This is an optimization exercise on Yosys and OpenROAD, whose aim is a short achievable clock period and few clock cycles per item, not a production implementation.
The RTL was checked by simulation tests, not by an equivalence proof against the original design.
Power and IR drop assume default switching activity.

==> flow/design.v (outline; a module is shown in full before it is edited, if it fits) <==
// module dpvf_div8: 34 lines
// module discrete_pid_velocity_form: 3237 lines
module discrete_pid_velocity_form (
    input  wire                                 i_clk,
    input  wire                                 i_rst_n,
    input  wire                                 i_cfg_we,
    input  wire [dpvf_pkg::CFG_ADDR_W-1:0]      i_cfg_addr,
    input  wire [dpvf_pkg::G_W-1:0]             i_cfg_wdata,
    input  wire                                 i_s_axis_tvalid,
    output logic                                o_s_axis_tready,
    input  wire [dpvf_pkg::E_W+dpvf_pkg::DT_W-1:0] i_s_axis_tdata,   
    input  wire                                 i_s_axis_tuser,   
    output logic                                o_m_axis_tvalid,
    input  wire                                 i_m_axis_tready,
    output logic [dpvf_pkg::OUT_W-1:0]          o_m_axis_tdata,   
    output logic                                o_m_axis_tuser    
);
  // ...
==> flow/flow/run.sh <==
#!/bin/bash
# The standard layout (standard synthesis, same SDC and period), with the
# setup repair steps aiming at a tighter slack margin so the resizer works on
# every stage rather than only on paths that fail the 12 ns clock.
set -euo pipefail
bash standard.sh SETUP_SLACK_MARGIN=8.2 finish > make_finish.log 2>&1
==> flow/standard.sh <==
#!/bin/bash
# synth_recipe.tcl (not shown) runs the flow's synth.tcl, then flattens the netlist and writes it again
# the make line also repeats each setting of config.mk as NAME=value (left out here)
make -C /OpenROAD-flow-scripts/flow DESIGN_CONFIG=/design/flow/config.mk WORK_HOME=/design/flow/orfs CLKGATE_MAP_FILE= SYNTH_SCRIPT=/design/flow/synth_recipe.tcl "${@:-finish}"
==> flow/config.mk <==
export PLATFORM = sky130hd
export DESIGN_NAME = discrete_pid_velocity_form
export DESIGN_NICKNAME = discrete_pid_velocity_form
export VERILOG_FILES = /design/flow/design.v
export SDC_FILE = /design/flow/constraint.sdc
export NUM_CORES = 4
export LEC_CHECK = 0
export CAP_MARGIN = 70
export CORE_MARGIN = 2
export CORE_UTILIZATION = 40
export SLEW_MARGIN = 70
==> flow/constraint.sdc <==
create_clock -name core_clock -period 12.0 [get_ports {i_clk}]
set_input_delay 2.4000 -clock core_clock [delete_from_list [all_inputs] [get_ports {i_clk}]]
set_output_delay 2.4000 -clock core_clock [all_outputs]
set_load 0.01 [all_outputs]
==> run notes, run 1 <==
Drt
After detailed routing, the average wire length per cell comes to 21.19 um. Before antenna repair, the detailed router went through 8 iterations. Detailed routing placed a total of 297000 um of wire on met2. The final route contains 153100 vias. The remaining antenna violation count is 0. After detailed routing, the met3 layer carries 30390 um of wire.

STA
The worst relative slew slack is 0.6268. Setup repair after global routing could not meet its margin everywhere. The hold violation total from the final report is 0.

Power and ir drop
The share of total power dissipated in sequential elements is 0.320. The power density over the cells is 251.5 nW/um2. The share of power burned in the clock network is 0.219.

Final layout
Of the cells placed in the final design, the portion with a size suffix greater than 1 is 0.1301. The sequential cells in the finished layout cover a total of 97350 um2. The register with the highest flop count is r_fifo.

The post-route non-filler standard cell count is 29160.

Floorplanning
The die covers 569700 um2.

Worst setup path
STA classifies the critical path startpoint as a flop. The setup path with the least slack is of type reg -> out. Measured in cells, the most critical reg-to-reg path has a length of 19. The timing startpoint of the critical path is r_out[24]. The type of destination of the critical path is a primary output. In this run the worst path has a maximum fanout of 1.

Worst hold path
Counting instances, the worst hold path has a depth of 0.

Yosys
The adder and majority gate portion of the synthesized area is 0.2115. In the post-synthesis netlist, the cell with the most instances is sky130_fd_sc_hd__dfxtp_1. The number of nets produced by synthesis is 23920. Of the post-synthesis cell area, the dominant cell type holds 0.2835. The largest total area in the synthesized netlist belongs to sky130_fd_sc_hd__dfxtp_1. The cell count after synthesis came out at 20730. The most used flip-flop cell after synthesis is sky130_fd_sc_hd__dfxtp_1.

Global routing
Entering global routing, the biggest net connects 62 pins. The met1 usage is 0.2752. Global routing finished with a remaining overflow of 0. The initial antenna violation count came to 35.

Clock network
The setup fix buffers added after clock tree synthesis is 87. The CTS sink count is 4282. The maximum root-to-sink buffer count is 4.

Place
The congestion estimate from routability-driven global placement came to 0.9121. The cell count after placement is 28080.

Run status
The flow ran to the end and the layout has no timing, DRC or antenna violations.
Testbench counts, summed over its fixed seeds: cycles 1,344, items 1,200.
==> run 2: changes to the inputs <==
--- a/flow/design.v
+++ b/flow/design.v
@@ -106,39 +106,35 @@
             case (r_cfg_addr)
                 2'd0: r_kp <= r_cfg_wdata;
                 2'd1: r_ki <= r_cfg_wdata;
                 2'd2: r_kd <= r_cfg_wdata;
                 default: ;
             endcase
         end
     end
-    localparam int CAP = 24;
-    logic        r_rdy;
-    logic [5:0]  r_cnt;                
-    logic        r_ovalid;
-    logic        w_acc, w_pop;
+    localparam int CAP = 20;
+    logic              r_rdy;
+    logic [CAP-1:0]    r_occ;          
+    logic              r_ovalid;
+    logic              w_acc, w_pop;
     assign w_acc = i_s_axis_tvalid & r_rdy;
     assign w_pop = r_ovalid & i_m_axis_tready;
     always_ff @(posedge i_clk) begin
         if (!i_rst_n) begin
-            r_cnt <= '0;
+            r_occ <= '0;
             r_rdy <= 1'b1;
         end else begin
-            case ({w_acc, w_pop})
-                2'b10: begin
-                    r_cnt <= r_cnt + 6'd1;
-                    r_rdy <= r_cnt < 6'(CAP - 1);
-                end
-                2'b01: begin
-                    r_cnt <= r_cnt - 6'd1;
-                    r_rdy <= 1'b1;
-                end
-                default: ;
-            endcase
+            if (w_acc && !w_pop) begin
+                r_occ <= {r_occ[CAP-2:0], 1'b1};
+                r_rdy <= !r_occ[CAP-2];
+            end else if (w_pop && !w_acc) begin
+                r_occ <= {1'b0, r_occ[CAP-1:1]};
+                r_rdy <= 1'b1;
+            end
         end
     end
     assign o_s_axis_tready = r_rdy;
     logic        a_v, a_cmd;
     logic [15:0] a_e, a_dt;
     always_ff @(posedge i_clk) begin
         a_v   <= w_acc & i_rst_n;
         a_cmd <= i_s_axis_tuser;
@@ -146,18 +142,16 @@
         a_dt  <= i_s_axis_tdata[31:16];
     end
     logic signed [15:0] r_e1;
     logic signed [17:0] r_h, r_nh;
     logic               b_v, b_cmd, b_neg;
     logic signed [16:0] b_de, b_se;
     logic [16:0]        b_d2m;
     logic [15:0]        b_dt;
-    logic [17:0]        b_m3;
-    logic [18:0]        b_m5, b_m6, b_m7;
     logic signed [17:0] w_d2, w_nd2;
     logic [15:0]        w_dtf;
     assign w_d2  = 18'($signed(a_e)) + r_h;
     assign w_nd2 = r_nh - 18'($signed(a_e));
     assign w_dtf = {a_dt[15:1], a_dt[0] | (a_dt == 16'd0)};
     always_ff @(posedge i_clk) begin
         if (!r_rst) begin
             r_e1 <= '0;
@@ -176,20 +170,16 @@
         end
         b_v   <= a_v & r_rst;
         b_cmd <= a_cmd;
         b_de  <= 17'($signed(a_e)) - 17'(r_e1);
         b_se  <= 17'($signed(a_e)) + 17'(r_e1);
         b_neg <= w_d2[17];
         b_d2m <= w_d2[17] ? w_nd2[16:0] : w_d2[16:0];
         b_dt  <= w_dtf;
-        b_m3  <= {2'b0, w_dtf} + {1'b0, w_dtf, 1'b0};
-        b_m5  <= {3'b0, w_dtf} + {1'b0, w_dtf, 2'b0};
-        b_m6  <= {2'b0, w_dtf, 1'b0} + {1'b0, w_dtf, 2'b0};
-        b_m7  <= {w_dtf, 3'b0} - {3'b0, w_dtf};
     end
     wire w_cm_s0 = (r_kd[2] & b_d2m[0]) ^ (r_kd[1] & b_d2m[1]) ^ (r_kd[0] & b_d2m[2]);
     wire w_cm_c0 = ((r_kd[2] & b_d2m[0]) & (r_kd[1] & b_d2m[1])) | ((r_kd[2] & b_d2m[0]) & (r_kd[0] & b_d2m[2])) | ((r_kd[1] & b_d2m[1]) & (r_kd[0] & b_d2m[2]));
     wire w_cm_s1 = (r_kd[3] & b_d2m[0]) ^ (r_kd[2] & b_d2m[1]) ^ (r_kd[1] & b_d2m[2]);
     wire w_cm_c1 = ((r_kd[3] & b_d2m[0]) & (r_kd[2] & b_d2m[1])) | ((r_kd[3] & b_d2m[0]) & (r_kd[1] & b_d2m[2])) | ((r_kd[2] & b_d2m[1]) & (r_kd[1] & b_d2m[2]));
     wire w_cm_s2 = (r_kd[4] & b_d2m[0]) ^ (r_kd[3] & b_d2m[1]) ^ (r_kd[2] & b_d2m[2]);
     wire w_cm_c2 = ((r_kd[4] & b_d2m[0]) & (r_kd[3] & b_d2m[1])) | ((r_kd[4] & b_d2m[0]) & (r_kd[2] & b_d2m[2])) | ((r_kd[3] & b_d2m[1]) & (r_kd[2] & b_d2m[2]));
     wire w_cm_s3 = (r_kd[5] & b_d2m[0]) ^ (r_kd[4] & b_d2m[1]) ^ (r_kd[3] & b_d2m[2]);
@@ -1010,20 +1000,20 @@
         c_kr1 <= {1'b0, (r_ki[15] & b_dt[15]), w_ck_s344, w_ck_s380, w_ck_s379, w_ck_c377, w_ck_s401, w_ck_s400, w_ck_s399, w_ck_s398, w_ck_s397, w_ck_s396, w_ck_c394, w_ck_c392, w_ck_s391, w_ck_s390, w_ck_s389, w_ck_s388, w_ck_s387, w_ck_s386, w_ck_s385, w_ck_s384, (r_ki[0] & b_dt[9]), w_ck_c347, 1'b0, w_ck_s346, 1'b0, 1'b0, 1'b0, 1'b0, (r_ki[0] & b_dt[1]), 1'b0};
         c_kr2 <= {1'b0, 1'b0, 1'b0, 1'b0, 1'b0, w_ck_s378, 1'b0, 1'b0, w_ck_s338, w_ck_s374, w_ck_s372, w_ck_s370, w_ck_s395, w_ck_s393, w_ck_s392, w_ck_s361, w_ck_s359, w_ck_s357, w_ck_s355, 1'b0, w_ck_s303, w_ck_s227, 1'b0, w_ck_s348, 1'b0, (r_ki[0] & b_dt[6]), 1'b0, 1'b0, 1'b0, 1'b0, 1'b0, 1'b0};
         c_kr3 <= {1'b0, 1'b0, 1'b0, 1'b0, 1'b0, 1'b0, 1'b0, 1'b0, 1'b0, 1'b0, 1'b0, 1'b0, w_ck_s368, w_ck_s394, 1'b0, w_ck_s362, w_ck_s316, w_ck_s245, 1'b0, 1'b0, 1'b0, 1'b0, 1'b0, 1'b0, 1'b0, 1'b0, 1'b0, 1'b0, 1'b0, 1'b0, 1'b0, 1'b0};
         c_sp  <= b_de[16];
         c_dem <= b_de[16] ? 16'(-b_de) : b_de[15:0];
         c_si  <= b_se[16];
         c_sem <= b_se[16] ? 17'(-b_se) : 17'(b_se);
         c_dt  <= b_dt;
-        c_m3  <= b_m3;
-        c_m5  <= b_m5;
-        c_m6  <= b_m6;
-        c_m7  <= b_m7;
+        c_m3  <= {2'b0, b_dt} + {1'b0, b_dt, 1'b0};
+        c_m5  <= {3'b0, b_dt} + {1'b0, b_dt, 2'b0};
+        c_m6  <= {2'b0, b_dt, 1'b0} + {1'b0, b_dt, 2'b0};
+        c_m7  <= {b_dt, 3'b0} - {3'b0, b_dt};
     end
     wire w_dm_s402 = c_mr0[0] ^ c_mr1[0] ^ c_mr2[0];
     wire w_dm_c402 = (c_mr0[0] & c_mr1[0]) | (c_mr0[0] & c_mr2[0]) | (c_mr1[0] & c_mr2[0]);
     wire w_dm_s403 = c_mr0[1] ^ c_mr1[1] ^ c_mr2[1];
     wire w_dm_c403 = (c_mr0[1] & c_mr1[1]) | (c_mr0[1] & c_mr2[1]) | (c_mr1[1] & c_mr2[1]);
     wire w_dm_s404 = c_mr0[2] ^ c_mr1[2] ^ c_mr2[2];
     wire w_dm_c404 = (c_mr0[2] & c_mr1[2]) | (c_mr0[2] & c_mr2[2]) | (c_mr1[2] & c_mr2[2]);
     wire w_dm_s405 = c_mr0[3] ^ c_mr1[3] ^ c_mr2[3];
@@ -2723,20 +2713,18 @@
     wire w_e1p_c1231 = (w_e1p_c1199 & w_e1p_s1200) | (w_e1p_c1199 & d_pr3[28]) | (w_e1p_s1200 & d_pr3[28]);
     wire w_e1p_s1232 = w_e1p_c1200 ^ w_e1p_s1201 ^ d_pr3[29];
     wire w_e1p_c1232 = (w_e1p_c1200 & w_e1p_s1201) | (w_e1p_c1200 & d_pr3[29]) | (w_e1p_s1201 & d_pr3[29]);
     wire w_e1p_s1233 = w_e1p_c1201 ^ w_e1p_s1202 ^ d_pr3[30];
     wire w_e1p_c1233 = (w_e1p_c1201 & w_e1p_s1202) | (w_e1p_c1201 & d_pr3[30]) | (w_e1p_s1202 & d_pr3[30]);
     wire w_e1p_s1234 = w_e1p_c1202 ^ w_e1p_s1203 ^ d_pr3[31];
     wire w_e1p_c1234 = (w_e1p_c1202 & w_e1p_s1203) | (w_e1p_c1202 & d_pr3[31]) | (w_e1p_s1203 & d_pr3[31]);
     logic [48:0] e1_ir0, e1_ir1, e1_ir2, e1_ir3;   
-    logic [31:0] e1_pm;                            
+    logic [31:0] e1_pr0, e1_pr1;                   
     logic        e1_sp, e1_si;
-    wire  [31:0] w_e1p0 = {w_e1p_c1233, w_e1p_c1232, w_e1p_c1231, w_e1p_c1230, w_e1p_c1229, w_e1p_c1228, w_e1p_c1227, w_e1p_c1226, w_e1p_c1225, w_e1p_c1224, w_e1p_c1223, w_e1p_c1222, w_e1p_c1221, w_e1p_c1220, w_e1p_c1219, w_e1p_c1218, w_e1p_c1217, w_e1p_c1216, w_e1p_c1215, w_e1p_c1214, w_e1p_c1213, w_e1p_c1212, w_e1p_c1211, w_e1p_c1210, w_e1p_c1209, w_e1p_c1208, w_e1p_c1207, w_e1p_c1206, w_e1p_c1205, w_e1p_c1204, w_e1p_s1204, w_e1p_s1172};
-    wire  [31:0] w_e1p1 = {w_e1p_s1234, w_e1p_s1233, w_e1p_s1232, w_e1p_s1231, w_e1p_s1230, w_e1p_s1229, w_e1p_s1228, w_e1p_s1227, w_e1p_s1226, w_e1p_s1225, w_e1p_s1224, w_e1p_s1223, w_e1p_s1222, w_e1p_s1221, w_e1p_s1220, w_e1p_s1219, w_e1p_s1218, w_e1p_s1217, w_e1p_s1216, w_e1p_s1215, w_e1p_s1214, w_e1p_s1213, w_e1p_s1212, w_e1p_s1211, w_e1p_s1210, w_e1p_s1209, w_e1p_s1208, w_e1p_s1207, w_e1p_s1206, w_e1p_s1205, 1'b0, d_pr3[0]};
     always_ff @(posedge i_clk) begin
         e1_v   <= d_v & r_rst;
         e1_cmd <= d_cmd;
         e1_neg <= d_neg;
         e1_ovf <= {1'b0, d_m[32:18]} >= d_dt;
         e1_q   <= w_e1_q;
         e1_rem <= w_e1_rem;
         e1_dt  <= d_dt;
@@ -2744,17 +2732,18 @@
         e1_m5  <= d_m5;
         e1_m6  <= d_m6;
         e1_m7  <= d_m7;
         e1_mlo <= d_m[14:0];
         e1_ir0 <= {1'b0, w_e1i_c1029, w_e1i_c1116, w_e1i_c1115, w_e1i_c1114, w_e1i_c1171, w_e1i_c1170, w_e1i_c1169, w_e1i_c1168, w_e1i_c1167, w_e1i_c1166, w_e1i_c1165, w_e1i_c1163, w_e1i_c1161, w_e1i_c1159, w_e1i_c1157, w_e1i_c1155, w_e1i_c1153, w_e1i_c1151, w_e1i_c1149, w_e1i_c1147, w_e1i_c1145, w_e1i_c1143, w_e1i_c1141, w_e1i_c1139, w_e1i_c1137, w_e1i_c1135, w_e1i_c1133, w_e1i_c1131, w_e1i_c1129, w_e1i_c1127, w_e1i_c1126, w_e1i_c1125, w_e1i_c1124, w_e1i_c1123, w_e1i_c1122, w_e1i_c1121, w_e1i_c1120, w_e1i_c1119, w_e1i_s1119, w_e1i_c1118, w_e1i_s1118, w_e1i_c1117, w_e1i_s1117, w_e1i_s1030, w_e1i_s907, w_e1i_s724, (d_kidt[1] & d_sem[0]), (d_kidt[0] & d_sem[0])};
         e1_ir1 <= {1'b0, (d_kidt[31] & d_sem[16]), w_e1i_s1029, w_e1i_s1116, w_e1i_s1115, w_e1i_c1113, w_e1i_s1171, w_e1i_s1170, w_e1i_s1169, w_e1i_s1168, w_e1i_s1167, w_e1i_s1166, w_e1i_c1164, w_e1i_c1162, w_e1i_c1160, w_e1i_c1158, w_e1i_c1156, w_e1i_c1154, w_e1i_c1152, w_e1i_c1150, w_e1i_c1148, w_e1i_c1146, w_e1i_c1144, w_e1i_c1142, w_e1i_c1140, w_e1i_c1138, w_e1i_c1136, w_e1i_c1134, w_e1i_c1132, w_e1i_c1130, w_e1i_c1128, w_e1i_s1127, w_e1i_s1126, w_e1i_s1125, w_e1i_s1124, w_e1i_s1123, w_e1i_s1122, w_e1i_s1121, w_e1i_s1120, (d_kidt[0] & d_sem[9]), w_e1i_c1032, 1'b0, w_e1i_s1031, 1'b0, 1'b0, 1'b0, 1'b0, (d_kidt[0] & d_sem[1]), 1'b0};
         e1_ir2 <= {1'b0, 1'b0, 1'b0, 1'b0, 1'b0, w_e1i_s1114, 1'b0, 1'b0, w_e1i_s1023, w_e1i_s1110, w_e1i_s1108, w_e1i_s1106, w_e1i_s1165, w_e1i_s1163, w_e1i_s1161, w_e1i_s1159, w_e1i_s1157, w_e1i_s1155, w_e1i_s1153, w_e1i_s1151, w_e1i_s1149, w_e1i_s1147, w_e1i_s1145, w_e1i_s1143, w_e1i_s1141, w_e1i_s1139, w_e1i_s1137, w_e1i_s1135, w_e1i_s1133, w_e1i_s1131, w_e1i_s1129, w_e1i_s1128, w_e1i_s1046, w_e1i_s1044, w_e1i_s1042, w_e1i_s1040, 1'b0, w_e1i_s920, w_e1i_s743, 1'b0, w_e1i_s1033, 1'b0, (d_kidt[0] & d_sem[6]), 1'b0, 1'b0, 1'b0, 1'b0, 1'b0, 1'b0};
         e1_ir3 <= {1'b0, 1'b0, 1'b0, 1'b0, 1'b0, 1'b0, 1'b0, 1'b0, 1'b0, 1'b0, 1'b0, 1'b0, w_e1i_s1104, w_e1i_s1164, w_e1i_s1162, w_e1i_s1160, w_e1i_s1158, w_e1i_s1156, w_e1i_s1154, w_e1i_s1152, w_e1i_s1150, w_e1i_s1148, w_e1i_s1146, w_e1i_s1144, w_e1i_s1142, w_e1i_s1140, w_e1i_s1138, w_e1i_s1136, w_e1i_s1134, w_e1i_s1132, w_e1i_s1130, 1'b0, w_e1i_s1047, w_e1i_s933, w_e1i_s761, 1'b0, 1'b0, 1'b0, 1'b0, 1'b0, 1'b0, 1'b0, 1'b0, 1'b0, 1'b0, 1'b0, 1'b0, 1'b0, 1'b0};
-        e1_pm <= w_e1p0 + w_e1p1;
+        e1_pr0 <= {w_e1p_c1233, w_e1p_c1232, w_e1p_c1231, w_e1p_c1230, w_e1p_c1229, w_e1p_c1228, w_e1p_c1227, w_e1p_c1226, w_e1p_c1225, w_e1p_c1224, w_e1p_c1223, w_e1p_c1222, w_e1p_c1221, w_e1p_c1220, w_e1p_c1219, w_e1p_c1218, w_e1p_c1217, w_e1p_c1216, w_e1p_c1215, w_e1p_c1214, w_e1p_c1213, w_e1p_c1212, w_e1p_c1211, w_e1p_c1210, w_e1p_c1209, w_e1p_c1208, w_e1p_c1207, w_e1p_c1206, w_e1p_c1205, w_e1p_c1204, w_e1p_s1204, w_e1p_s1172};
+        e1_pr1 <= {w_e1p_s1234, w_e1p_s1233, w_e1p_s1232, w_e1p_s1231, w_e1p_s1230, w_e1p_s1229, w_e1p_s1228, w_e1p_s1227, w_e1p_s1226, w_e1p_s1225, w_e1p_s1224, w_e1p_s1223, w_e1p_s1222, w_e1p_s1221, w_e1p_s1220, w_e1p_s1219, w_e1p_s1218, w_e1p_s1217, w_e1p_s1216, w_e1p_s1215, w_e1p_s1214, w_e1p_s1213, w_e1p_s1212, w_e1p_s1211, w_e1p_s1210, w_e1p_s1209, w_e1p_s1208, w_e1p_s1207, w_e1p_s1206, w_e1p_s1205, 1'b0, d_pr3[0]};
         e1_sp <= d_sp;
         e1_si <= d_si;
     end
     logic        e2_v, e2_cmd, e2_neg, e2_ovf;
     logic [15:0] e2_rem;
     logic [5:0] e2_q;
     logic [15:0] e2_dt;
     logic [17:0] e2_m3;
@@ -2953,34 +2942,34 @@
     wire w_e2i_c1328 = (w_e2i_c1279 & w_e2i_s1280) | (w_e2i_c1279 & e1_ir3[45]) | (w_e2i_s1280 & e1_ir3[45]);
     wire w_e2i_s1329 = w_e2i_c1280 ^ w_e2i_s1281 ^ e1_ir3[46];
     wire w_e2i_c1329 = (w_e2i_c1280 & w_e2i_s1281) | (w_e2i_c1280 & e1_ir3[46]) | (w_e2i_s1281 & e1_ir3[46]);
     wire w_e2i_s1330 = w_e2i_c1281 ^ w_e2i_s1282 ^ e1_ir3[47];
     wire w_e2i_c1330 = (w_e2i_c1281 & w_e2i_s1282) | (w_e2i_c1281 & e1_ir3[47]) | (w_e2i_s1282 & e1_ir3[47]);
     wire w_e2i_s1331 = w_e2i_c1282 ^ w_e2i_s1283 ^ e1_ir3[48];
     wire w_e2i_c1331 = (w_e2i_c1282 & w_e2i_s1283) | (w_e2i_c1282 & e1_ir3[48]) | (w_e2i_s1283 & e1_ir3[48]);
     logic [48:0] e2_ir0, e2_ir1;
-    logic [31:0] e2_pm;
+    logic [31:0] e2_pm;                            
     logic        e2_sp, e2_si;
     always_ff @(posedge i_clk) begin
         e2_v   <= e1_v & r_rst;
         e2_cmd <= e1_cmd;
         e2_neg <= e1_neg;
         e2_ovf <= e1_ovf;
         e2_q   <= {e1_q, w_e2_q};
         e2_rem <= w_e2_rem;
         e2_dt  <= e1_dt;
         e2_m3  <= e1_m3;
         e2_m5  <= e1_m5;
         e2_m6  <= e1_m6;
         e2_m7  <= e1_m7;
         e2_mlo <= e1_mlo[11:0];
         e2_ir0 <= {w_e2i_c1330, w_e2i_c1329, w_e2i_c1328, w_e2i_c1327, w_e2i_c1326, w_e2i_c1325, w_e2i_c1324, w_e2i_c1323, w_e2i_c1322, w_e2i_c1321, w_e2i_c1320, w_e2i_c1319, w_e2i_c1318, w_e2i_c1317, w_e2i_c1316, w_e2i_c1315, w_e2i_c1314, w_e2i_c1313, w_e2i_c1312, w_e2i_c1311, w_e2i_c1310, w_e2i_c1309, w_e2i_c1308, w_e2i_c1307, w_e2i_c1306, w_e2i_c1305, w_e2i_c1304, w_e2i_c1303, w_e2i_c1302, w_e2i_c1301, w_e2i_c1300, w_e2i_c1299, w_e2i_c1298, w_e2i_c1297, w_e2i_c1296, w_e2i_c1295, w_e2i_c1294, w_e2i_c1293, w_e2i_c1292, w_e2i_c1291, w_e2i_c1290, w_e2i_c1289, w_e2i_c1288, w_e2i_c1287, w_e2i_c1286, w_e2i_c1285, w_e2i_c1284, w_e2i_s1284, w_e2i_s1235};
         e2_ir1 <= {w_e2i_s1331, w_e2i_s1330, w_e2i_s1329, w_e2i_s1328, w_e2i_s1327, w_e2i_s1326, w_e2i_s1325, w_e2i_s1324, w_e2i_s1323, w_e2i_s1322, w_e2i_s1321, w_e2i_s1320, w_e2i_s1319, w_e2i_s1318, w_e2i_s1317, w_e2i_s1316, w_e2i_s1315, w_e2i_s1314, w_e2i_s1313, w_e2i_s1312, w_e2i_s1311, w_e2i_s1310, w_e2i_s1309, w_e2i_s1308, w_e2i_s1307, w_e2i_s1306, w_e2i_s1305, w_e2i_s1304, w_e2i_s1303, w_e2i_s1302, w_e2i_s1301, w_e2i_s1300, w_e2i_s1299, w_e2i_s1298, w_e2i_s1297, w_e2i_s1296, w_e2i_s1295, w_e2i_s1294, w_e2i_s1293, w_e2i_s1292, w_e2i_s1291, w_e2i_s1290, w_e2i_s1289, w_e2i_s1288, w_e2i_s1287, w_e2i_s1286, w_e2i_s1285, 1'b0, e1_ir3[0]};
-        e2_pm <= e1_pm;
+        e2_pm <= e1_pr0 + e1_pr1;
         e2_sp <= e1_sp;
         e2_si <= e1_si;
     end
     logic        e3_v, e3_cmd, e3_neg, e3_ovf;
     logic [15:0] e3_rem;
     logic [8:0] e3_q;
     logic [15:0] e3_dt;
     logic [17:0] e3_m3;
@@ -3016,253 +3005,234 @@
     logic [11:0] e4_q;
     logic [15:0] e4_dt;
     logic [17:0] e4_m3;
     logic [18:0] e4_m5, e4_m6, e4_m7;
     logic [5:0] e4_mlo;
     wire  [2:0]  w_e4_q;
     wire  [15:0] w_e4_rem;
     dpvf_div8 u_e4 (.rem(e3_rem), .bits({e3_mlo[8], e3_mlo[7], e3_mlo[6]}), .m1(e3_dt), .m3(e3_m3), .m5(e3_m5), .m6(e3_m6), .m7(e3_m7), .q(w_e4_q), .rem_o(w_e4_rem));
-    logic signed [34:0] e4_pi;                     
+    logic [33:0] e4_ps, e4_is;                     
     always_ff @(posedge i_clk) begin
         e4_v   <= e3_v & r_rst;
         e4_cmd <= e3_cmd;
         e4_neg <= e3_neg;
         e4_ovf <= e3_ovf;
         e4_q   <= {e3_q, w_e4_q};
         e4_rem <= w_e4_rem;
         e4_dt  <= e3_dt;
         e4_m3  <= e3_m3;
         e4_m5  <= e3_m5;
         e4_m6  <= e3_m6;
         e4_m7  <= e3_m7;
         e4_mlo <= e3_mlo[5:0];
-        e4_pi <= $signed(({3'b0, e3_pm} ^ {35{e3_sp}}) + ({3'b0, e3_im} ^ {35{e3_si}}) + 35'(e3_sp) + 35'(e3_si));
+        e4_ps <= ({2'b0, e3_pm} ^ {34{e3_sp}}) + 34'(e3_sp);
+        e4_is <= ({2'b0, e3_im} ^ {34{e3_si}}) + 34'(e3_si);
     end
     logic        e5_v, e5_cmd, e5_neg, e5_ovf;
     logic [15:0] e5_rem;
     logic [14:0] e5_q;
     logic [15:0] e5_dt;
     logic [17:0] e5_m3;
     logic [18:0] e5_m5, e5_m6, e5_m7;
     logic [2:0] e5_mlo;
     wire  [2:0]  w_e5_q;
     wire  [15:0] w_e5_rem;
     dpvf_div8 u_e5 (.rem(e4_rem), .bits({e4_mlo[5], e4_mlo[4], e4_mlo[3]}), .m1(e4_dt), .m3(e4_m3), .m5(e4_m5), .m6(e4_m6), .m7(e4_m7), .q(w_e5_q), .rem_o(w_e5_rem));
-    logic signed [34:0] e5_pi;
-    logic signed [36:0] e5_thi, e5_tlo;            
+    logic [34:0] e5_pi;                            
     always_ff @(posedge i_clk) begin
         e5_v   <= e4_v & r_rst;
         e5_cmd <= e4_cmd;
         e5_neg <= e4_neg;
         e5_ovf <= e4_ovf;
         e5_q   <= {e4_q, w_e5_q};
         e5_rem <= w_e5_rem;
         e5_dt  <= e4_dt;
         e5_m3  <= e4_m3;
         e5_m5  <= e4_m5;
         e5_m6  <= e4_m6;
         e5_m7  <= e4_m7;
         e5_mlo <= e4_mlo[2:0];
-        e5_pi  <= e4_pi;
-        e5_thi <= 37'sh0_7FFF_FFFF - 37'(e4_pi);
-        e5_tlo <= -37'sh0_8000_0000 - 37'(e4_pi);
+        e5_pi <= {e4_ps[33], e4_ps} + {e4_is[33], e4_is};
     end
     logic        e6_v, e6_cmd, e6_neg, e6_ovf;
     logic [15:0] e6_rem;
     logic [17:0] e6_q;
     logic [15:0] e6_dt;
     logic [17:0] e6_m3;
     logic [18:0] e6_m5, e6_m6, e6_m7;
     wire  [2:0]  w_e6_q;
     wire  [15:0] w_e6_rem;
     dpvf_div8 u_e6 (.rem(e5_rem), .bits({e5_mlo[2], e5_mlo[1], e5_mlo[0]}), .m1(e5_dt), .m3(e5_m3), .m5(e5_m5), .m6(e5_m6), .m7(e5_m7), .q(w_e6_q), .rem_o(w_e6_rem));
-    logic signed [34:0] e6_pi;
-    logic signed [36:0] e6_thi, e6_tlo;
+    logic [34:0] e6_pi;
     always_ff @(posedge i_clk) begin
         e6_v   <= e5_v & r_rst;
         e6_cmd <= e5_cmd;
         e6_neg <= e5_neg;
         e6_ovf <= e5_ovf;
         e6_q   <= {e5_q, w_e6_q};
         e6_rem <= w_e6_rem;
         e6_dt  <= e5_dt;
         e6_m3  <= e5_m3;
         e6_m5  <= e5_m5;
         e6_m6  <= e5_m6;
         e6_m7  <= e5_m7;
-        e6_pi  <= e5_pi;
-        e6_thi <= e5_thi;
-        e6_tlo <= e5_tlo;
+        e6_pi <= e5_pi;
     end
     logic        e7_v, e7_cmd, e7_neg, e7_ovf;
     logic [15:0] e7_rem;
     logic [20:0] e7_q;
     logic [15:0] e7_dt;
     logic [17:0] e7_m3;
     logic [18:0] e7_m5, e7_m6, e7_m7;
     wire  [2:0]  w_e7_q;
     wire  [15:0] w_e7_rem;
     dpvf_div8 u_e7 (.rem(e6_rem), .bits({1'b0, 1'b0, 1'b0}), .m1(e6_dt), .m3(e6_m3), .m5(e6_m5), .m6(e6_m6), .m7(e6_m7), .q(w_e7_q), .rem_o(w_e7_rem));
-    logic signed [34:0] e7_pi;
-    logic signed [36:0] e7_thi, e7_tlo;
+    logic [34:0] e7_pi;
     always_ff @(posedge i_clk) begin
         e7_v   <= e6_v & r_rst;
         e7_cmd <= e6_cmd;
         e7_neg <= e6_neg;
         e7_ovf <= e6_ovf;
         e7_q   <= {e6_q, w_e7_q};
         e7_rem <= w_e7_rem;
         e7_dt  <= e6_dt;
         e7_m3  <= e6_m3;
         e7_m5  <= e6_m5;
         e7_m6  <= e6_m6;
         e7_m7  <= e6_m7;
-        e7_pi  <= e6_pi;
-        e7_thi <= e6_thi;
-        e7_tlo <= e6_tlo;
+        e7_pi <= e6_pi;
     end
     logic        e8_v, e8_cmd, e8_neg, e8_ovf;
     logic [15:0] e8_rem;
     logic [23:0] e8_q;
     logic [15:0] e8_dt;
     logic [17:0] e8_m3;
     logic [18:0] e8_m5, e8_m6, e8_m7;
     wire  [2:0]  w_e8_q;
     wire  [15:0] w_e8_rem;
     dpvf_div8 u_e8 (.rem(e7_rem), .bits({1'b0, 1'b0, 1'b0}), .m1(e7_dt), .m3(e7_m3), .m5(e7_m5), .m6(e7_m6), .m7(e7_m7), .q(w_e8_q), .rem_o(w_e8_rem));
-    logic signed [34:0] e8_pi;
-    logic signed [36:0] e8_thi, e8_tlo;
+    logic [34:0] e8_pi;
     always_ff @(posedge i_clk) begin
         e8_v   <= e7_v & r_rst;
         e8_cmd <= e7_cmd;
         e8_neg <= e7_neg;
         e8_ovf <= e7_ovf;
         e8_q   <= {e7_q, w_e8_q};
         e8_rem <= w_e8_rem;
         e8_dt  <= e7_dt;
         e8_m3  <= e7_m3;
         e8_m5  <= e7_m5;
         e8_m6  <= e7_m6;
         e8_m7  <= e7_m7;
-        e8_pi  <= e7_pi;
-        e8_thi <= e7_thi;
-        e8_tlo <= e7_tlo;
+        e8_pi <= e7_pi;
     end
     logic        e9_v, e9_cmd, e9_neg, e9_ovf;
     logic [15:0] e9_rem;
     logic [26:0] e9_q;
     logic [15:0] e9_dt;
     logic [17:0] e9_m3;
     logic [18:0] e9_m5, e9_m6, e9_m7;
     wire  [2:0]  w_e9_q;
     wire  [15:0] w_e9_rem;
     dpvf_div8 u_e9 (.rem(e8_rem), .bits({1'b0, 1'b0, 1'b0}), .m1(e8_dt), .m3(e8_m3), .m5(e8_m5), .m6(e8_m6), .m7(e8_m7), .q(w_e9_q), .rem_o(w_e9_rem));
-    logic signed [34:0] e9_pi;
-    logic signed [36:0] e9_thi, e9_tlo;
+    logic [34:0] e9_pi;
     always_ff @(posedge i_clk) begin
         e9_v   <= e8_v & r_rst;
         e9_cmd <= e8_cmd;
         e9_neg <= e8_neg;
         e9_ovf <= e8_ovf;
         e9_q   <= {e8_q, w_e9_q};
         e9_rem <= w_e9_rem;
         e9_dt  <= e8_dt;
         e9_m3  <= e8_m3;
         e9_m5  <= e8_m5;
         e9_m6  <= e8_m6;
         e9_m7  <= e8_m7;
-        e9_pi  <= e8_pi;
-        e9_thi <= e8_thi;
-        e9_tlo <= e8_tlo;
+        e9_pi <= e8_pi;
     end
     logic        e10_v, e10_cmd, e10_neg, e10_ovf;
     logic [15:0] e10_rem;
     logic [29:0] e10_q;
     logic [15:0] e10_dt;
     logic [17:0] e10_m3;
     logic [18:0] e10_m5, e10_m6, e10_m7;
     wire  [2:0]  w_e10_q;
     wire  [15:0] w_e10_rem;
     dpvf_div8 u_e10 (.rem(e9_rem), .bits({1'b0, 1'b0, 1'b0}), .m1(e9_dt), .m3(e9_m3), .m5(e9_m5), .m6(e9_m6), .m7(e9_m7), .q(w_e10_q), .rem_o(w_e10_rem));
-    logic signed [34:0] e10_pi;
-    logic signed [36:0] e10_thi, e10_tlo;
+    logic [34:0] e10_pi;
     always_ff @(posedge i_clk) begin
         e10_v   <= e9_v & r_rst;
         e10_cmd <= e9_cmd;
         e10_neg <= e9_neg;
         e10_ovf <= e9_ovf;
         e10_q   <= {e9_q, w_e10_q};
         e10_rem <= w_e10_rem;
         e10_dt  <= e9_dt;
         e10_m3  <= e9_m3;
         e10_m5  <= e9_m5;
         e10_m6  <= e9_m6;
         e10_m7  <= e9_m7;
-        e10_pi  <= e9_pi;
-        e10_thi <= e9_thi;
-        e10_tlo <= e9_tlo;
+        e10_pi <= e9_pi;
     end
     logic        e11_v, e11_cmd, e11_neg, e11_ovf;
     logic [15:0] e11_rem;
     logic [32:0] e11_q;
     logic [15:0] e11_dt;
     logic [17:0] e11_m3;
     logic [18:0] e11_m5, e11_m6, e11_m7;
     wire  [2:0]  w_e11_q;
     wire  [15:0] w_e11_rem;
     dpvf_div8 u_e11 (.rem(e10_rem), .bits({1'b0, 1'b0, 1'b0}), .m1(e10_dt), .m3(e10_m3), .m5(e10_m5), .m6(e10_m6), .m7(e10_m7), .q(w_e11_q), .rem_o(w_e11_rem));
-    logic signed [34:0] e11_pi;
-    logic signed [36:0] e11_thi, e11_tlo;
+    logic [36:0] e11_pic, e11_thc, e11_tlc;
+    wire  [36:0] w_e11_pi = {{2{e10_pi[34]}}, e10_pi};
     always_ff @(posedge i_clk) begin
         e11_v   <= e10_v & r_rst;
         e11_cmd <= e10_cmd;
         e11_neg <= e10_neg;
         e11_ovf <= e10_ovf;
         e11_q   <= {e10_q, w_e11_q};
         e11_rem <= w_e11_rem;
         e11_dt  <= e10_dt;
         e11_m3  <= e10_m3;
         e11_m5  <= e10_m5;
         e11_m6  <= e10_m6;
         e11_m7  <= e10_m7;
-        e11_pi  <= e10_pi;
-        e11_thi <= e10_thi;
-        e11_tlo <= e10_tlo;
+        e11_pic <= w_e11_pi + 37'(e10_neg);
+        e11_thc <= 37'h0_7FFF_FFFF - w_e11_pi + 37'(!e10_neg);
+        e11_tlc <= 37'h1F_8000_0000 - w_e11_pi + 37'(!e10_neg);
     end
     logic               f_v, f_kill;
     logic signed [35:0] f_delta;
     logic signed [36:0] f_thi, f_tlo;
     wire        w_f_q0 = {1'b0, e11_rem, 1'b0} >= {2'b0, e11_dt};
     wire [36:0] w_f_y0 = {3'b0, e11_q, 1'b0} ^ {37{e11_neg}};
     wire [36:0] w_f_y1 = {3'b0, e11_q, 1'b1} ^ {37{e11_neg}};
-    wire [36:0] w_f_ci = 37'(e11_neg);
-    wire [36:0] w_f_cn = 37'(!e11_neg);
-    wire [36:0] w_f_d0 = 37'(e11_pi) + w_f_y0 + w_f_ci;
-    wire [36:0] w_f_d1 = 37'(e11_pi) + w_f_y1 + w_f_ci;
-    wire [36:0] w_f_h0 = e11_thi + ~w_f_y0 + w_f_cn;
-    wire [36:0] w_f_h1 = e11_thi + ~w_f_y1 + w_f_cn;
-    wire [36:0] w_f_l0 = e11_tlo + ~w_f_y0 + w_f_cn;
-    wire [36:0] w_f_l1 = e11_tlo + ~w_f_y1 + w_f_cn;
+    wire [36:0] w_f_d0 = e11_pic + w_f_y0;
+    wire [36:0] w_f_d1 = e11_pic + w_f_y1;
+    wire [36:0] w_f_h0 = e11_thc + ~w_f_y0;
+    wire [36:0] w_f_h1 = e11_thc + ~w_f_y1;
+    wire [36:0] w_f_l0 = e11_tlc + ~w_f_y0;
+    wire [36:0] w_f_l1 = e11_tlc + ~w_f_y1;
     wire        w_f_go = e11_v & r_rst;
     always_ff @(posedge i_clk) begin
         f_v    <= w_f_go;
         f_kill <= !r_rst || (e11_v && e11_cmd);
         if (!w_f_go || e11_cmd) begin
             f_delta <= '0;
             f_thi   <= 37'sh0_8000_0000;      
             f_tlo   <= -37'sh0_8000_0001;     
         end else if (e11_ovf) begin
             f_delta <= '0;
             f_thi   <= e11_neg ? 37'sh0_8000_0000 : -37'sh0_8000_0001;
             f_tlo   <= e11_neg ? 37'sh0_8000_0000 : -37'sh0_8000_0001;
         end else begin
-            f_delta <= $signed(w_f_q0 ? w_f_d1[35:0] : w_f_d0[35:0]);
-            f_thi   <= $signed(w_f_q0 ? w_f_h1 : w_f_h0);
-            f_tlo   <= $signed(w_f_q0 ? w_f_l1 : w_f_l0);
+            f_delta <= $signed(({36{w_f_q0}} & w_f_d1[35:0]) | ({36{!w_f_q0}} & w_f_d0[35:0]));
+            f_thi   <= $signed(({37{w_f_q0}} & w_f_h1) | ({37{!w_f_q0}} & w_f_h0));
+            f_tlo   <= $signed(({37{w_f_q0}} & w_f_l1) | ({37{!w_f_q0}} & w_f_l0));
         end
     end
     logic signed [31:0] r_u1;
     logic        z_v, z_sat;
     logic [31:0] z_data;               
     wire signed [36:0] w_u1x = 37'(r_u1);
     wire        w_hi  = w_u1x > f_thi;
     wire        w_lo  = w_u1x < f_tlo;
@@ -3270,42 +3240,46 @@
     wire [31:0] w_nx  = w_hi ? 32'h7FFF_FFFF : (w_lo ? 32'h8000_0000 : w_t);
     always_ff @(posedge i_clk) begin
         if (f_kill) r_u1 <= '0;
         else        r_u1 <= w_nx;
         z_data <= f_kill ? 32'd0 : w_nx;
         z_sat  <= !f_kill & (w_hi | w_lo);
         z_v    <= f_v & r_rst;
     end
-    logic [32:0]    r_fifo [0:31];
-    logic [4:0] r_wr, r_rd;
+    localparam int FD = 21;
+    logic [32:0]    r_fifo [0:FD-1];
+    logic [4:0]     r_wr, r_rd, r_rd1;      
+    logic [FD-1:0]  r_fill;                    
     logic [32:0]    r_out;
     wire            w_zv    = z_v & r_rst;
-    wire            w_fne   = r_rd != r_wr;
-    wire            w_load  = !r_ovalid || i_m_axis_tready;
+    wire [32:0]     w_zd    = {z_sat, z_data};
+    wire [32:0]     w_hold  = r_fill[0]                 ? r_fifo[r_rd]  : w_zd;
+    wire [32:0]     w_next  = (r_fill[1] || !r_fill[0]) ? r_fifo[r_rd1] : w_zd;
     always_ff @(posedge i_clk) begin
-        if (w_zv) r_fifo[r_wr] <= {z_sat, z_data};
+        if (w_zv) r_fifo[r_wr] <= w_zd;
     end
     always_ff @(posedge i_clk) begin
         if (!i_rst_n) begin
             r_wr     <= '0;
             r_rd     <= '0;
+            r_rd1    <= 5'(1);
+            r_fill   <= '0;
             r_ovalid <= 1'b0;
         end else begin
-            if (w_zv) r_wr <= r_wr + 5'(1);
-            if (w_load) begin
-                if (w_fne || w_zv) begin
-                    r_ovalid <= 1'b1;
-                    r_rd     <= r_rd + 5'(1);
-                end else begin
-                    r_ovalid <= 1'b0;
-                end
+            if (w_zv) r_wr <= (r_wr == 5'(FD-1)) ? '0 : r_wr + 5'(1);
+            if (w_pop) begin
+                r_rd  <= r_rd1;
+                r_rd1 <= (r_rd1 == 5'(FD-1)) ? '0 : r_rd1 + 5'(1);
             end
+            if (w_zv && !w_pop)      r_fill <= {r_fill[FD-2:0], 1'b1};
+            else if (w_pop && !w_zv) r_fill <= {1'b0, r_fill[FD-1:1]};
+            r_ovalid <= w_zv || (w_pop ? r_fill[1] : r_fill[0]);
         end
     end
     always_ff @(posedge i_clk) begin
-        if (w_load) r_out <= w_fne ? r_fifo[r_rd] : {z_sat, z_data};
+        r_out <= w_pop ? w_next : w_hold;
     end
     assign o_m_axis_tvalid = r_ovalid;
     assign o_m_axis_tdata  = r_out[31:0];
     assign o_m_axis_tuser  = r_out[32];
 endmodule
 `default_nettype wire
==> flow/config.mk (replaced) <==
export PLATFORM = sky130hd
export DESIGN_NAME = discrete_pid_velocity_form
export DESIGN_NICKNAME = discrete_pid_velocity_form
export VERILOG_FILES = /design/flow/design.v
export SDC_FILE = /design/flow/constraint.sdc
export NUM_CORES = 4
export LEC_CHECK = 0
export CAP_MARGIN = 70
export CORE_MARGIN = 2
export CORE_UTILIZATION = 55
export SLEW_MARGIN = 70
==> run notes, run 2 <==
STA
Adding up every negative setup slack in the final design gives 0 ns. The hold violation total from the final report is 0 (unchanged). The worst relative slew slack is 0.6645 (+0.03776). The final clock period utilization by the worst path is 0.3249.

The maximum operating frequency is 256.5 MHz. The number of setup violations in the final report is 0. Setup repair after global routing could not meet its margin everywhere. The number of max-slew violations in the final report is 0. The worst clock skew on the final layout is 0.07572 ns. Counting I/O delays and the setup requirement, the final critical path takes 3.898 ns. The slew at the pin closest to its max-slew limit is 0.4998 ns.

Yosys
By area the synthesized netlist is led by sky130_fd_sc_hd__dfxtp_1 27%, sky130_fd_sc_hd__ha_1 12%, sky130_fd_sc_hd__fa_1 10%. The commonest cells after synthesis are 2877 x sky130_fd_sc_hd__dfxtp_1, 2360 x sky130_fd_sc_hd__inv_1, 1977 x sky130_fd_sc_hd__ha_1. The post-synthesis register bit count is 3570.

The number of distinct library cells after synthesis is 100. After synthesis, the mean cell area works out to 10.15 um2. Of all flip-flops after synthesis, the portion carrying an async set or reset was 0.

Among all flip-flop cells after synthesis, the most frequent one is sky130_fd_sc_hd__dfxtp_1. The synthesized instance count was 21160 (+2.1%). The number of nets produced by synthesis is 24310 (+1.6%). For this run, the number of Yosys warnings is 1. The part of the Yosys area used for sequential elements is 0.3652. The post-synthesis cell area is 214700 um2. The most repeated cell in the gate-level netlist after synthesis is sky130_fd_sc_hd__dfxtp_1. The largest total area in the synthesized netlist belongs to sky130_fd_sc_hd__dfxtp_1. Counting flops with a built-in enable in the synthesized netlist gives 693. The area fraction of the dominant cell type after synthesis was 0.2683 (-0.01518).

Worst setup path
The endpoint required time on the critical path is 9.60 ns. The largest stage delay on the critical path is 0.36 ns. Walking the worst path, the cells encountered are buf_6. The kind of launch point of the worst setup path is a flop. The maximum fanout along the worst path is 1 (unchanged).

The critical path's top delay family is flip-flops. The type of the setup path with the least slack is reg -> out. Together, buffers and inverters on the worst path number 1. Data on the critical path arrives at its endpoint at 1.50 ns. STA classifies the critical path endpoint as a primary output. The worst-path cell with the longest stage delay is sky130_fd_sc_hd__dfxtp_4.

Global routing
The total global routing overflow is 0 (unchanged). The via count of the first global-routing pass is 156100. The initial antenna violation count is 35 (unchanged). The pin count of the biggest net entering global routing came to 69 (+11%).

The first global-routing pass estimated 968900 um of wire. In the global route stage, overall resource usage came out at 0.3211.

Floorplanning
The overall die height is 628.7 um. The floorplan core area is 388800 um2. The I/O pin total is 91.

The chip width is 628.7 um. The total number of placement rows is 229. The overall die area is 395300 um2 (-31%). The initial standard-cell utilization of the core is 0.5521.

Place
The weighted congestion reported at the end of routability-driven placement is 0.9459 (+3.7%). During placement, the flow inserted port buffers numbering 90. Detailed placement ended at an HPWL of 491100 um.

The placed instances occupy a cell area of 225900 um2.

Run
The tool flagged a number of max-cap violations equal to 0.

Power and ir drop
The power density over the cells is 248.4 nW/um2 (-1.2%). The leakage power is 108.2 nW. The peak ir drop on the vdd network is 0.1528 mV.

Final layout
The final design area excluding fillers is 242200 um2. Relative to the synthesized area, the layout overhead comes to 12.84%. More flip-flops sit in one register than any other, and that register is r_fifo.

The area taken by multi-input logic gates is 128500 um2. The top cell types in the final layout, fill and taps aside, are 2485 x sky130_fd_sc_hd__dfxtp_1, 2346 x sky130_fd_sc_hd__inv_1, 1954 x sky130_fd_sc_hd__ha_1. In the final layout, the registers with the most flip-flops are r_fifo: 693 flops, e1_ir0: 47 flops, e2_ir1: 46 flops. The net count reported at finish is 24570.

The proportion of layout cells with a drive suffix above 1 came to 0.1190 (-0.01106). The register with the most flip-flops in the layout has 693 of them. The library cell used most frequently in the layout, excluding fill and tap cells, is sky130_fd_sc_hd__dfxtp_1. The filler cells instantiated in the layout total 32550. The area of all sequential standard cells is 79220 um2 (-19%).

Drt
The number of optimization iterations in the first detailed-route pass is 7 (-1). The remaining antenna violation count was 0 (unchanged). The via count was 157300 (+2.7%). The violation count after the first detailed-routing iteration is 12890. The wire length per cell after detailed routing was 23.99 um (+13%).

After detailed routing, the number of remaining DRC violations is 0. Dividing the detail-routed via count by the number of cells gives 5.833. The final wirelength is 646800 um.

Run status
The run finished with no timing, DRC or antenna violations.

Clock network
After clock tree synthesis, the clock-pin slew on the worst setup and hold paths is 0.06 ns. The CTS sink count is 3570 (-17%). The total number of H-tree levels is 5.

The later-pin clock latency in the skew report is 1.01 ns. TritonCTS built the clock tree. In this run, CTS created clock tree buffers numbering 383. The tree is rooted in a sky130_fd_sc_hd__clkbuf_16. The maximum root-to-sink buffer count came to 4 (unchanged). The hold-fix buffer count after cts is 0.

Worst hold path
The type of the most critical hold path is reg -> reg.
run 2: power by group:
part / internal (W) / total [W] / switching, W
logic: 0.0125 / 0.0299 / 0.0174
clock network: 0.00714 / 0.0123 / 0.00520
registers: 0.0147 / 0.0179 / 0.00316
run 2: path summary, 6_finish.rpt:
kind	from	end	slack (ns)	cells after the start
worst max register to register	e3_m7[0]	e4_rem[14]	8.20	14
worst min register to register	d_m[1]	e1_mlo[1]	0.31	0
worst min-delay path	d_m[1]	e1_mlo[1]	0.31	0
worst max-delay path	r_out[30]	o_m_axis_tdata[30]	8.10	1
run 2: through the flow:
stage / setup slack (ns) / utilization / hold WS (ns) / total power [W] / instances
3_5_place_dp: 7.473 / 0.5809 / 0.3118 / 0.04640 / 26120
2_1_floorplan: 8.206 / - / 0.3096 / 0.03680 / 21160
4_1_cts: 8.029 / 0.6169 / 0.3145 / 0.05921 / 26860
6_report: 8.102 / 0.6230 / 0.3075 / 0.06017 / 26960
3_3_place_gp: 6.603 / 0.5690 / 0.3096 / 0.04550 / 25970
5_1_grt: 8.058 / 0.6229 / 0.3196 / 0.06393 / 26950
run 2: area by class of cell:
cell class | count | area share
Multi-Input combinational cell | 14590 | 0.5304
Sequential cell | 3570 | 0.3270
Clock buffer | 505 | 0.04477
Inverter | 2364 | 0.03670
Tap cell | 5197 | 0.02684
Timing Repair Buffer | 511 | 0.02394
Clock inverter | 209 | 0.01012
Antenna cell | 18 | 0.0001859
run 2: what timing repair did:
action / 4_1_cts / 5_1_grt
pin swaps: 29 / 81
setup endpoints to repair: 185 / 244
buffers inserted: 32 / 62
resized for setup: 315 / 270
cloned: 1 / 3
run 2: per-layer routing:
metal / global-route usage / up-vias / routed length (um)
met5: 0 / - / 188
met4: 0.1274 / 8 / 29180
met3: 0.04773 / 1166 / 42870
met2: 0.5195 / 5093 / 296100
met1: 0.4337 / 77030 / 278400
li1: - / 73970 / -
run 2: cells by family (layout without fill, tap and decap cells):
family	Yosys count	in the layout	share of synthesized area
adders and majority gates	3098	3098	0.2198
muxes	555	555	0.04902
other	0	18	0
DFF	3570	3570	0.3652
xor gates and xnor gates	1442	1442	0.05883
buffers and inverters	3003	3589	0.05267
AOI/OAI and AO/OA	4397	4397	0.1354
and+or+nand+nor	5094	5095	0.1191
Testbench counts of run 2, summed over its fixed seeds: cycles 1,344, items 1,200.

==> separate check: timing with driven ports <==
No port has a modelled driver above. Below, the same layouts with a new extraction and two added sets of constraints. Step 1, drivers: a clkbuf_16 drives i_clk and a buf_2 each remaining input, both assumed. Step 2 moves the port delays by t, midway between the first and last clock arrival at a register: inputs arrive t later, outputs are due t later. That takes back most of the time a late clock gives input paths. a / b / c = ideal / step 1 / step 2; a / b = the first two.
run | shift t [ns] | setup slack, ns | hold WS [ns] | worst data-port slew with drivers (ns)
run 1 | 1.140 | 7.804 / 7.680 / 7.246 | 0.250 / 0.250 / 0.250 | 0.08
run 2 | 1.088 | 8.102 / 7.987 / 7.447 | 0.307 / 0.307 / 0.307 | 0.11
After both steps every run listed still meets setup and hold. For run 2, which loses most, drivers alone change the setup slack by -0.115 ns; drivers and shift together by -0.655 ns.
